Context: an optimization exercise on an open-source flow, tuned for small area. The choices shown serve that exercise and are no tape-out recipe.
Function was checked by simulation only, so behaviour that the tests miss may differ from the original.
No activity file was given, so power comes from the tool's default toggle rates.

Design calc_resp_engine, start of the top module:
module calc_resp_engine (
  input  logic              c_clk,
  input  logic              reset_n,
  input  logic [CMD_W-1:0]  req_cmd,
  input  logic [IDX_W-1:0]  req_d1,
  input  logic [IDX_W-1:0]  req_d2,
  input  logic [IDX_W-1:0]  req_r1,
  input  logic [TAG_W-1:0]  req_tag,
  input  logic [DATA_W-1:0] req_data,
  output logic              req_ready,
  output logic [RESP_W-1:0] out_resp,
  output logic [TAG_W-1:0]  out_tag,
  output logic [DATA_W-1:0] out_data
);
Size: ~620 flip-flops, about 89 I/O pins.
Settings: LEC_CHECK=0, CAP_MARGIN=20, CORE_MARGIN=2, CORE_UTILIZATION=30, SLEW_MARGIN=20; clock period 10.0 ns.
standard.sh (not shown) runs the stock make flow with config.mk's settings and CLKGATE_MAP_FILE= SYNTH_SCRIPT=/design/flow/synth_recipe.tcl, a recipe that flattens the netlist after the stock synthesis.
==> flow/flow/run.sh <==
#!/bin/bash
# Own layout flow: the standard flow (standard.sh), with the port buffers
# made from the smallest buffer cell and a clock tree of fewer, larger sink
# clusters without dummy loads. Everything else, synthesis included, is the
# standard flow. The full make output goes to flow_make.log here.
set -euo pipefail
export BUFFER_PORTS_ARGS="-buffer_cell sky130_fd_sc_hd__buf_1"
export CTS_ARGS="-sink_clustering_enable -repair_clock_nets -dont_use_dummy_load -buf_list sky130_fd_sc_hd__clkbuf_16 -sink_clustering_size 26 -sink_clustering_max_diameter 100"
bash standard.sh > flow_make.log 2>&1
The first run finished with timing, DRC and antenna clean.
Edit:
==> flow/run.sh (new file) <==
#!/bin/bash
# synth_recipe.tcl (not shown) runs the flow's synth.tcl, then flattens the netlist and writes it again
# the make line also repeats each setting of config.mk as NAME=value (left out here)
make -C /OpenROAD-flow-scripts/flow DESIGN_CONFIG=/design/flow/config.mk WORK_HOME=/design/flow/orfs CLKGATE_MAP_FILE= SYNTH_SCRIPT=/design/flow/synth_recipe.tcl finish
CTS_BUF_LIST = sky130_fd_sc_hd__clkbuf_8   (was not set)
CTS_CLUSTER_DIAMETER = 70   (was not set)
CTS_CLUSTER_SIZE = 16   (was not set)
removed: flow/flow/run.sh
removed: flow/standard.sh
Effect: The new run completed with no timing, DRC or antenna violations. Cell count climbs by 1.3%. Worst hold slack is worse by 37 ps. Wire length went up by 2.2%. Power came out higher by 0.68%. Non-clock buffer count goes up by 2. Maximum frequency is higher by 1.3%. Design area grows by 2.1%. Via count increases by 1.2%.
Edit:
CTS_BUF_LIST = sky130_fd_sc_hd__clkbuf_16   (was sky130_fd_sc_hd__clkbuf_8)
CTS_CLUSTER_DIAMETER = 100   (was 70)
CTS_CLUSTER_SIZE = 26   (was 16)
Outcome:
- The changed run produced a clean layout
- die area is unchanged
- routed wire length hardly moves
- power stays flat
- clock-buffer cell count falls by 23

---

before:
calc_resp_engine, a different RTL version from the one above (not shown whole).
Size: about 3,300 cells after synthesis, roughly 600 flip-flops, ~89 I/O pins, about 0.030 sq mm of cells after synthesis.
## calc_resp_engine
module calc_resp_engine (
  input  logic              c_clk,
  input  logic              reset_n,
  input  logic [CMD_W-1:0]  req_cmd,
  input  logic [IDX_W-1:0]  req_d1,
  input  logic [IDX_W-1:0]  req_d2,
  input  logic [IDX_W-1:0]  req_r1,
  input  logic [TAG_W-1:0]  req_tag,
  input  logic [DATA_W-1:0] req_data,
  output logic              req_ready,
  output logic [RESP_W-1:0] out_resp,
  output logic [TAG_W-1:0]  out_tag,
  output logic [DATA_W-1:0] out_data
);
  logic [OP_W-1:0]   op;
  logic [IDX_W-1:0]  head_d1, head_d2, head_r1;
  logic [TAG_W-1:0]  head_tag;
  logic [DATA_W-1:0] head_data;
  logic              req_ready_q;
  logic [RESP_W-1:0] resp_q, resp_d;
  logic [TAG_W-1:0]  tag_q;
  logic [DATA_W-1:0] data_q;
  logic              fetch_q;
  logic [DATA_W-1:0]   regs_q [NUM_REGS];
  logic                clr;
  logic [NUM_REGS-1:0] sel_a, sel_b, we, ld;
  logic [DATA_W-1:0]   op_a, op_b, wr_val;
  logic                wr_en;
  calc_req_fifo u_fifo (
    .clk_i  (c_clk),
    .rst_ni (reset_n),
    .en_i   (req_ready_q),
    .cmd_i  (req_cmd),
    .d1_i   (req_d1),
    .d2_i   (req_d2),
    .r1_i   (req_r1),
    .tag_i  (req_tag),
    .data_i (req_data),
    .op_o   (op),
    .d1_o   (head_d1),
    .d2_o   (head_d2),
    .r1_o   (head_r1),
    .tag_o  (head_tag),
    .data_o (head_data)
  );
  always_comb begin
    for (int i = 0; i < NUM_REGS; i++) begin
      sel_a[i] = (head_d1 == IDX_W'(i));
      sel_b[i] = (head_d2 == IDX_W'(i));
    end
  end
  always_comb begin
    logic [DATA_W-1:0] acc_a, acc_b;
    acc_a = '0;
    acc_b = '0;
    for (int i = 0; i < NUM_REGS; i++) begin
      acc_a = acc_a | (regs_q[i] & {DATA_W{sel_a[i]}});
      acc_b = acc_b | (regs_q[i] & {DATA_W{sel_b[i]}});
    end
    op_a = acc_a;
    op_b = acc_b;
  end
  logic              is_sub;
  logic [DATA_W:0]   sum;
  assign is_sub = (op == OP_SUB);
  logic [DATA_W-1:0] add_b, add_g, add_p, add_c;
  logic [DATA_W/4:0] grp_c;
  assign add_b = op_b ^ {DATA_W{is_sub}};
  assign add_g = op_a & add_b;
  ...
clock: 10.0 ns
lec_check: 0
abc_area: 1
cap_margin: 20
core_margin: 2
core_utilization: 30
slew_margin: 20
==> flow/flow/run.sh <==
#!/bin/bash
# Own layout flow: the standard flow (standard.sh, synthesis included)
# with two changes: the port buffers use the smallest buffer cell, and the
# clock tree uses clkbuf_8 sink clusters of at most 16 sinks, without dummy
# loads. The full make output goes to flow_make.log here; ORFS writes each
# step's own log under orfs/logs.
set -euo pipefail
export BUFFER_PORTS_ARGS="-buffer_cell sky130_fd_sc_hd__buf_1"
export CTS_ARGS="-sink_clustering_enable -repair_clock_nets -dont_use_dummy_load -buf_list sky130_fd_sc_hd__clkbuf_8 -sink_clustering_size 16 -sink_clustering_max_diameter 70"
bash standard.sh > flow_make.log 2>&1
diff inputs: before => after
--- a/flow/config.mk
+++ b/flow/config.mk
@@ -9 +9 @@
-export CAP_MARGIN = 20
+export CAP_MARGIN = 10
@@ -12 +12 @@
-export SLEW_MARGIN = 20
+export SLEW_MARGIN = 10
--- outcome ---
In terms of global-route usage, after and before differ only marginally.
after and before ended up with nearly the same delay of the slowest cell on the worst path.
The power of after and that of before are within noise of each other.
Per the comparison of after with before, HPWL reported at the end of detailed placement about even; required arrival time at the worst endpoint fell 0.05 ns.
NOTE: clock skew in after falls short of that of before

static timing again, ports no longer ideal:
The flow's constraints put no driver on any port. The routed layouts listed below were extracted and timed again, unchanged, in two steps.
Step 1: set_driving_cell puts a clkbuf_16 on c_clk and a buf_2 on each other input, an assumption about the parent block.
Step 2, shift: input delay + t, output delay - t, t = (earliest + latest rising clock arrival at the registers) / 2. This alone moves slack from input paths to output paths.
Slacks: no drivers / after step 1 / after step 2; pairs: no drivers / after step 1.
| run | t (ns) | slack for setup (ns) | worst register clock-pin slew, ns |
|---|---|---|---|
| the first run of note 1 | 0.666 | 1.427 / 1.427 / 1.427 | 0.12 / 0.12 |
| the second run of note 1 | 0.812 | 1.535 / 1.535 / 1.535 | 0.12 / 0.12 |
| the third run of note 1 | 0.738 | 1.467 / 1.467 / 1.467 | 0.12 / 0.12 |
| before | 0.728 | 2.564 / 2.564 / 2.564 | 0.11 / 0.11 |
| after | 0.727 | 2.503 / 2.503 / 2.503 | 0.11 / 0.11 |
After both steps every run listed still meets setup and hold.
